What follows belongs to an exercise in optimizing a design on an open flow for small area and a short achievable clock period; a production flow would make more cautious choices.
Only the layout flow was run in this run; the RTL was not checked for function there.
Power is estimated from default activity; no workload was simulated.

**design.v**
```verilog
package dma_pkg;
  localparam int DMA_BEAT_W = 128;
  localparam int DMA_WORD_W = 32;
  localparam int DMA_LANES  = 4;
  localparam logic [15:0] DMA_HDR_MAGIC = 16'hD5A7;
  localparam int MAGIC_HI = 31;
  localparam int MAGIC_LO = 16;
  localparam int LEN_HI   = 15;
  localparam int LEN_LO   = 0;
  typedef enum logic {
    RX_HDR,
    RX_PAYLOAD
  } rx_state_e;
  function automatic logic [DMA_WORD_W-1:0] beat_lane(
    input logic [DMA_BEAT_W-1:0] beat,
    input logic [1:0]            lane
  );
    beat_lane = beat[lane*DMA_WORD_W +: DMA_WORD_W];
  endfunction
endpackage
module dma_rx_fifo #(
  parameter int DEPTH = 16,
  parameter int WIDTH = 128
) (
  input  logic                   clk,
  input  logic [DEPTH-1:0]       we,        
  input  logic [DEPTH-1:0]       hold,      
  input  logic [WIDTH-1:0]       wdata,
  input  logic [DEPTH-1:0]       rd_oh,
  input  logic [3*DEPTH-1:0]     nsel,      
  output logic [WIDTH/4-1:0]     nxt_word,
  output logic [WIDTH/4-1:0]     hdr_word
);
  localparam int WW = WIDTH / 4;
  logic [DEPTH*WIDTH-1:0] mem;
  always_ff @(posedge clk) begin
    for (int e = 0; e < DEPTH; e++)
      mem[e*WIDTH +: WIDTH] <= ({WIDTH{hold[e]}} & mem[e*WIDTH +: WIDTH]) |
                               ({WIDTH{we[e]}}   & wdata);
  end
  always_comb begin
    nxt_word = '0;
    hdr_word = '0;
    for (int e = 0; e < DEPTH; e++) begin
      for (int l = 1; l < 4; l++)
        nxt_word = nxt_word | ({WW{nsel[3*e+l-1]}} & mem[e*WIDTH + l*WW +: WW]);
      hdr_word = hdr_word | ({WW{rd_oh[(e+DEPTH-1)%DEPTH]}} & mem[e*WIDTH +: WW]);
    end
  end
endmodule
module dma_rx_unpacker #(
  parameter int          FIFO_DEPTH = 16,
  parameter logic [15:0] HDR_MAGIC  = dma_pkg::DMA_HDR_MAGIC,
  localparam int         LVL_W      = $clog2(FIFO_DEPTH) + 1
) (
  input  logic                  clk,
  input  logic                  reset_n,
  input  logic [dma_pkg::DMA_BEAT_W-1:0] dma_read_data,
  input  logic                  dma_read_valid,
  output logic [dma_pkg::DMA_WORD_W-1:0] out_data,
  output logic                  out_valid,
  input  logic                  out_ready,
  output logic                  out_last,
  output logic [LVL_W-1:0]      fifo_level,
  output logic                  overflow,
  input  logic                  ovf_clr,
  output logic                  frame_err,
  output logic [31:0]           frame_cnt,
  output logic [31:0]           drop_cnt
);
  localparam int AW = $clog2(FIFO_DEPTH);
  logic [AW-1:0]           wr_ptr, wr_ptr_d;
  logic [FIFO_DEPTH-1:0]   wr_en;       
  logic [FIFO_DEPTH-1:0]   wr_en_n;     
  logic [FIFO_DEPTH-1:0]   hold;
  logic [FIFO_DEPTH-1:0]   rd_oh, rd_oh_d;
  logic [3*FIFO_DEPTH-1:0] nsel;        
  logic [FIFO_DEPTH-1:0]   we;
  logic [LVL_W-1:0]        level_d;
  logic                    full, empty, lvl_le1, lvl_1;
  logic                    push, pop;
  logic                    pay;         
  logic                    ov;          
  logic [3:0]              lane, lane_d;   
  logic [15:0]             rem;
  logic                    rem1;        
  logic                    hdr_ok;      
  logic [15:0]             hdr_len;
  logic                    hdr_len0, hdr_len1;
  logic [31:0]             nxt_word, hdr_word, w_word;
  logic                    hs, hdr_act, accept, last, lane3;
  assign push = dma_read_valid & ~full;
  assign we   = {FIFO_DEPTH{dma_read_valid}} & wr_en;
  assign hold = {FIFO_DEPTH{~dma_read_valid}} | wr_en_n;
  dma_rx_fifo #(
    .DEPTH (FIFO_DEPTH),
    .WIDTH (dma_pkg::DMA_BEAT_W)
  ) u_fifo (
    .clk      (clk),
    .we       (we),
    .hold     (hold),
    .wdata    (dma_read_data),
    .rd_oh    (rd_oh),
    .nsel     (nsel),
    .nxt_word (nxt_word),
    .hdr_word (hdr_word)
  );
  assign w_word  = dma_read_data[31:0];
  assign hs      = ov & out_ready;
  assign hdr_act = ~pay & ~empty;
  assign accept  = hdr_act & hdr_ok & ~hdr_len0;
  assign last    = rem1;
  assign lane3   = lane[3];
  assign pop     = (hdr_act & (~hdr_ok | hdr_len0)) | (hs & (last | lane3));
  logic sel_nxt, sel_hdr, sel_w, sel_hold;
  logic pay_d, empty_d, valid_d, rem1_d;
  assign sel_nxt  = accept | (hs & ~last & ~lane3);
  assign sel_hdr  = hs & ~last & lane3 & ~lvl_le1;
  assign sel_w    = pay & dma_read_valid & (empty | (hs & ~last & lane3 & lvl_1));
  assign sel_hold = ov & ~out_ready;
  logic inc, dec, keep;
  logic full_d, lvl_1_d, lvl_le1_d;
  logic lvl_2, lvl_top;
  logic [LVL_W-1:0] level_inc, level_dec;
  assign lvl_2     = (fifo_level == LVL_W'(2));
  assign lvl_top   = (fifo_level == LVL_W'(FIFO_DEPTH - 1));
  assign level_inc = fifo_level + 1'b1;
  assign level_dec = fifo_level - 1'b1;
  assign inc       = push & ~pop;
  assign dec       = pop & ~push;
  assign keep      = ~(inc | dec);
  assign level_d   = ({LVL_W{inc}} & level_inc) | ({LVL_W{dec}} & level_dec) |
                     ({LVL_W{keep}} & fifo_level);
  assign full_d    = ~pop & (full | (lvl_top & push));
  assign empty_d   = ~push & (empty | (lvl_1 & pop));
  assign lvl_1_d   = (empty & push) | (lvl_1 & keep) | (lvl_2 & dec);
  assign lvl_le1_d = empty_d | lvl_1_d;
  assign wr_ptr_d = wr_ptr + AW'(push);
  assign pay_d    = accept | (pay & ~(hs & last));
  assign valid_d  = pay_d & ~empty_d;
  assign rem1_d   = accept ? hdr_len1 : (hs ? (rem == 16'd2) : rem1);
  assign lane_d   = accept ? 4'b0010 : (hs ? (last ? 4'b0001 : {lane[2:0], lane[3]}) : lane);
  assign rd_oh_d  = pop ? {rd_oh[FIFO_DEPTH-2:0], rd_oh[FIFO_DEPTH-1]} : rd_oh;
  always_ff @(posedge clk or negedge reset_n) begin
    if (!reset_n) begin
      out_data  <= '0;
      out_valid <= 1'b0;
      out_last  <= 1'b0;
      ov        <= 1'b0;
    end else begin
      out_data  <= ({32{sel_nxt}}  & nxt_word) |
                   ({32{sel_hdr}}  & hdr_word) |
                   ({32{sel_w}}    & w_word)   |
                   ({32{sel_hold}} & out_data);
      out_valid <= valid_d;
      ov        <= valid_d;
      out_last  <= valid_d & rem1_d;
    end
  end
  logic [31:0] hdr_src;
  assign hdr_src = lvl_le1 ? w_word : hdr_word;
  always_ff @(posedge clk) begin
    hdr_ok   <= (hdr_src[31:16] == HDR_MAGIC);
    hdr_len  <= hdr_src[15:0];
    hdr_len0 <= (hdr_src[15:0] == 16'd0);
    hdr_len1 <= (hdr_src[15:0] == 16'd1);
  end
  always_ff @(posedge clk or negedge reset_n) begin
    if (!reset_n) begin
      pay        <= 1'b0;
      lane       <= 4'b0001;
      rem        <= '0;
      rem1       <= 1'b0;
      frame_err  <= 1'b0;
      wr_ptr     <= '0;
      wr_en      <= FIFO_DEPTH'(1);
      wr_en_n    <= ~FIFO_DEPTH'(1);
      rd_oh      <= FIFO_DEPTH'(1);
      nsel       <= (3*FIFO_DEPTH)'(1);
      fifo_level <= '0;
      full       <= 1'b0;
      empty      <= 1'b1;
      lvl_le1    <= 1'b1;
      lvl_1      <= 1'b0;
    end else begin
      frame_err <= hdr_act & ~hdr_ok;
      pay       <= pay_d;
      rem1      <= rem1_d;
      lane      <= lane_d;
      rd_oh     <= rd_oh_d;
      for (int e = 0; e < FIFO_DEPTH; e++)
        for (int l = 0; l < 3; l++)
          nsel[3*e+l] <= rd_oh_d[e] & lane_d[l];
      if (accept)  rem <= hdr_len;
      else if (hs) rem <= rem - 16'd1;
      wr_ptr     <= wr_ptr_d;
      for (int e = 0; e < FIFO_DEPTH; e++) begin
        wr_en[e]   <= (wr_ptr_d == AW'(e)) & ~full_d;
        wr_en_n[e] <= (wr_ptr_d != AW'(e)) | full_d;
      end
      fifo_level <= level_d;
      full       <= full_d;
      empty      <= empty_d;
      lvl_le1    <= lvl_le1_d;
      lvl_1      <= lvl_1_d;
    end
  end
  always_ff @(posedge clk or negedge reset_n) begin
    if (!reset_n)                   overflow <= 1'b0;
    else if (dma_read_valid & full) overflow <= 1'b1;
    else if (ovf_clr)               overflow <= 1'b0;
  end
  logic frame_done;
  assign frame_done = (hdr_act & hdr_ok & hdr_len0) | (hs & last);
  always_ff @(posedge clk or negedge reset_n) begin
    if (!reset_n) begin
      frame_cnt <= '0;
      drop_cnt  <= '0;
    end else begin
      if (frame_done)            frame_cnt <= frame_cnt + 32'd1;
      if (dma_read_valid & full) drop_cnt  <= drop_cnt + 32'd1;
    end
  end
endmodule
```
**run.sh**
```bash
#!/bin/bash
# synth_recipe.tcl (not shown) runs the flow's synth.tcl, then flattens the netlist and writes it again
# the make line also repeats each setting of config.mk as NAME=value (left out here)
make -C /OpenROAD-flow-scripts/flow DESIGN_CONFIG=/design/flow/config.mk WORK_HOME=/design/flow/orfs CLKGATE_MAP_FILE= SYNTH_SCRIPT=/design/flow/synth_recipe.tcl finish
```
**config.mk**
```make
export PLATFORM = sky130hd
export DESIGN_NAME = dma_rx_unpacker
export DESIGN_NICKNAME = dma_rx_unpacker
export VERILOG_FILES = /design/flow/design.v
export SDC_FILE = /design/flow/constraint.sdc
export NUM_CORES = 4
export LEC_CHECK = 0
export CAP_MARGIN = 20
export CORE_MARGIN = 2
export CORE_UTILIZATION = 40
export CTS_CLUSTER_DIAMETER = 80
export CTS_CLUSTER_SIZE = 25
export SETUP_SLACK_MARGIN = 3.1
export SLEW_MARGIN = 20
```
**constraint.sdc**
```tcl
create_clock -name core_clock -period 5.5 [get_ports {clk}]
set_input_delay 1.1000 -clock core_clock [delete_from_list [all_inputs] [get_ports {clk}]]
set_output_delay 1.1000 -clock core_clock [all_outputs]
set_load 0.01 [all_outputs]
```
==> run notes <==
==> critical path, delay by kind of cell <==
kind	cells	cell delay, ps
buf+inv	2	920
simple gates	1	890
compound gates	1	230
==> timing repair <==
action                     in CTS  in global routing
setup endpoints to repair    1870                415
resized for setup             704                222
pin swaps                      34                 81
gates cloned                    8                 19
setup buffers                 167                 83
==> worst max-delay path by stage <==
| stage | slack (ps) | start | cells after the start | endpoint |
|---|---|---|---|---|
| 2_1_floorplan | 3060 | out_ready | 9 | fifo_level[3]$_DFF_PN0_ |
| 3_3_place_gp | 1780 | out_ready | 9 | fifo_level[2]$_DFF_PN0_ |
| 3_5_place_dp | 1810 | dma_read_valid | 5 | u_fifo.mem[1209]$_DFF_P_ |
| 4_1_cts | 2920 | out_data[14]$_DFF_PN0_ | 1 | out_data[14] |
| 5_1_grt | 2920 | out_data[10]$_DFF_PN0_ | 1 | out_data[10] |
| 6_report | 2940 | dma_read_valid | 4 | u_fifo.mem[1662]$_DFF_P_ |
==> through the flow <==
step,setup slack (ps),instances,power [uW],cell area [um2]
after floorplan,3060,7150,35400,83000
after global placement,1780,9312,38900,86800
after detailed placement,1810,9312,39400,86800
after CTS,2920,9681,49700,92800
after global routing,2920,9802,52300,94900
final,2940,9819,50700,95000
==> cell type report <==
type	count	area share (%)
multi-input combinational	3869	34.7
inverter	52	0.206
antenna	36	0.0949
clock inverter	47	0.564
timing repair buffer	666	7.65
sequential	2298	49.9
clock buffer	147	3.35
tap	2704	3.56
==> registers in the layout, indices dropped and copies added, names as in the netlist, 4 cells and up <==
register,cells
lane,4
u_fifo.mem,2048
wr_en,16
rd_oh,16
frame_cnt,32
drop_cnt,32
rem,16
nsel,48
out_data,32
wr_en_n,16
fifo_level,5
wr_ptr,4
hdr_len,16
==> power breakdown <==
group	leakage [uW]	total (uW)	switching [uW]	internal (uW)
combinational	0.0183	12400	6140	6300
sequential	0.0201	27900	4140	23800
clock	0.00181	10300	5970	4350
==> placed cells by master, fill, tap and decap left out, types with 24 or more instances in the layout <==
cell and instances:
sky130_fd_sc_hd__dfrtp_1 136, sky130_fd_sc_hd__nor3_4 24, sky130_fd_sc_hd__a221oi_1 433, sky130_fd_sc_hd__diode_2 36, sky130_fd_sc_hd__nand3_1 49, sky130_fd_sc_hd__nor2_1 138
sky130_fd_sc_hd__a22oi_1 72, sky130_fd_sc_hd__clkdlybuf4s50_1 129, sky130_fd_sc_hd__dfxtp_1 2067, sky130_fd_sc_hd__dfrtp_2 49, sky130_fd_sc_hd__o21ai_0 38, sky130_fd_sc_hd__buf_12 85
sky130_fd_sc_hd__buf_4 277, sky130_fd_sc_hd__buf_2 43, sky130_fd_sc_hd__a22o_1 2525, sky130_fd_sc_hd__clkbuf_16 130, sky130_fd_sc_hd__nand2_1 69, sky130_fd_sc_hd__dfrtp_4 39
sky130_fd_sc_hd__buf_6 86, sky130_fd_sc_hd__a221oi_2 70, sky130_fd_sc_hd__inv_1 51, sky130_fd_sc_hd__xnor2_1 54, sky130_fd_sc_hd__nand4_1 117
==> cells by family after synthesis <==
group	count (synthesis)
buffers and inverters	997
AO/OA/AOI/OAI	3205
adder cells (fa/ha/maj)	12
AND/OR/NAND/NOR	541
flip-flops	2298
XOR/XNOR	79
multiplexers	18
==> layer usage <==
metal / vias up / GRT usage (%) / routed length, um
met5: - / 0 / 381
met4: 34 / 19.7 / 26100
met3: 1336 / 11.3 / 57500
met2: 6444 / 49.2 / 160000
met1: 35955 / 44.9 / 144000
li1: 27779 / - / -
==> impl_results.md <==
- Clock net sink count: around 2300
- Reg-to-reg critical path endpoint: out_data[15]$_DFF_PN0_
- Count of vias placed by the detailed router: a little over 70000
- GP Congestion: approximately 0.84
- Critical Path AT: around 3300 ps
- Startpoint of the worst register-to-register path: nsel[2]$_DFF_PN0_
- Class of the tightest hold or removal check: input pin to asynchronous set/reset pin
- Synth Net Count: roughly 7300
- Top-count cell post-synth: sky130_fd_sc_hd__a22o_1
- Antenna violations before repair: 48
- Area growth from synthesis to final layout: 14.6%
- Final period util: roughly 47%
- Sort of element at the start of the critical path: input pin
- Net count, final: 7145
- Grt total ovfl: 0
- Die Height: ~460 um
- Via count of the first global-routing pass: approximately 66000
- Final hold violations: 0
- Max H-tree Level: 3
- Mux contribution to synthesized area: less than 1%
- Worst-Skew Late Latency: about 860 ps
- Max Transition Viols Final: 0
- Number of different library cells in the post-synthesis netlist: 61
- All-layer global routing usage: between 30% and 40%
- Overall die area: between 200000 and 250000 um2
- Fillers: about 18000
- Detailed-route wire length: around 390000 um
- Cell Pwr Density: ~530 nW/um2
- Wire length of the first global-routing pass: 525000 um
- Setup crit end kind: register
- Worst supply voltage drop on vdd: 338 uV
- Quantity of I/O buffers inserted on ports: approximately 240
- Cell-by-cell trace of the critical path: buf_6 > and2_4 > buf_12 > a22o_1
- Post-CTS Hold Buffers: 0
- Yosys reg bits: between 2000 and 2500
- Reported max-cap violation count: 0
- Number of iterations in the first detailed-routing pass: 11
- Sequential cell area: about 47000 um2
- Yosys warnings: 2
- Simple-gate share of the synthesized area: between 3 and 4%
- Post-synthesis average cell area: approximately 12 um2
- Mean routed wirelength per cell: approximately 39 um
- I/O pins: about 240
- Area of combinational cells with multiple inputs: approximately 33000 um2
- Logic depth of the worst register-to-register path: 6
- Total number of placement rows: 167
- Post-synthesis adder-cell area fraction: less than 1%
- Maximum operating frequency: 391 MHz
- Largest net degree at the start of global routing: between 90 and 100
- Die width: between 400 and 500 um
- Number of synthesized flops with an enable pin: 0
- Post-Route Skew: between 50 and 60 ps
- DPL Wire Length: 184000 um
- Core Area: just over 200000 um2
- Kind of critical path: input pin to register
- Share of the synthesized netlist area taken by xor and xnor gates: less than 1%
- Crit-path slowest cell: sky130_fd_sc_hd__and2_4
- Final setup fails: 0
- Cell types occupying the most area after synthesis: sky130_fd_sc_hd__dfxtp_1 (50%), sky130_fd_sc_hd__a22o_1 (27%), sky130_fd_sc_hd__dfrtp_1 (6.8%)
- Worst slew margin relative to its limit: 14.3%
- DR vias/cell: roughly 7.3
- Post-CTS clock slew at the launch and capture registers of the worst setup and hold paths: around 100 ps
- Fraction of final layout cells sized beyond drive strength 1: ~15%
- Root Buffer Master: sky130_fd_sc_hd__clkbuf_16
- Required time worst endpoint: between 6000 and 7000 ps
- Post-synthesis compound-gate area fraction: between 30% and 40%
- Largest fanout on the critical path: 65
- Post-synth top area share: between 40% and 50%
- R2r setup slk: roughly 3000 ps
- Starting utilization of the core area: roughly 40%
- Pleak: approximately 0.04 uW
- Violation count after the first detailed-route iteration: around 13000
- Proportion of register bits with asynchronous set or reset after synthesis: 10.1%
- Primary FF master, synth: sky130_fd_sc_hd__dfxtp_1
- Maximum buffer depth of the clock tree: 3
- Result of the run: finished clean
- Area of the mapped netlist: 82900 um2
- Main combinational cell family by area after synthesis: compound AO/OA/AOI/OAI gates
- Total negative setup slack: 0 ps
- Unrepaired setup endpoints after global routing: yes
- Synth area leader: sky130_fd_sc_hd__dfxtp_1
- Actual slew at the worst max-slew pin: between 1000 and 1500 ps
- Biggest cell delay along the critical path: 890 ps
- CTS tree: yes
- Sequential cell area fraction in the yosys report: between 50 and 60%
- Final cell utilization of the core: 46.0%
- Min Tclk post-route: ~2600 ps
- Post-Route Hold Slack: roughly 230 ps
- Detailed-route DRC error count: 0
- Most frequent cells after synthesis: sky130_fd_sc_hd__a22o_1 (2526), sky130_fd_sc_hd__dfxtp_1 (2067), sky130_fd_sc_hd__clkbuf_1 (591), sky130_fd_sc_hd__a221oi_1 (503), sky130_fd_sc_hd__dfrtp_1 (224)
- Post-detailed-route count of antenna-violating nets: 0
- Clock buffers created by TritonCTS: ~110
- Number of instances in the synthesized netlist: about 7000

==> port drivers added, routing unchanged <==
The flow's constraints put no driver on any port. The routed layout listed below was extracted and timed again, unchanged, in two steps.
Step 1: set_driving_cell puts a clkbuf_16 on clk and a buf_2 on each other input, an assumption about the parent block.
Step 2 times the ports against the registers' clock, not the clock port: input delays grow and output delays shrink by t, the midpoint of the rising clock arrivals with the driver on.
a / b / c = ideal ports / drivers / drivers and shift; a / b = the first two.
t (ns): 0.931
setup WS [ns]: 2.942 / 2.845 / 2.049
worst hold slack (ns): 0.226 / 0.221 / 0.428
After both steps setup and hold are still met in this run. For this run, drivers alone change the setup slack by -0.097 ns; drivers and shift together by -0.893 ns.
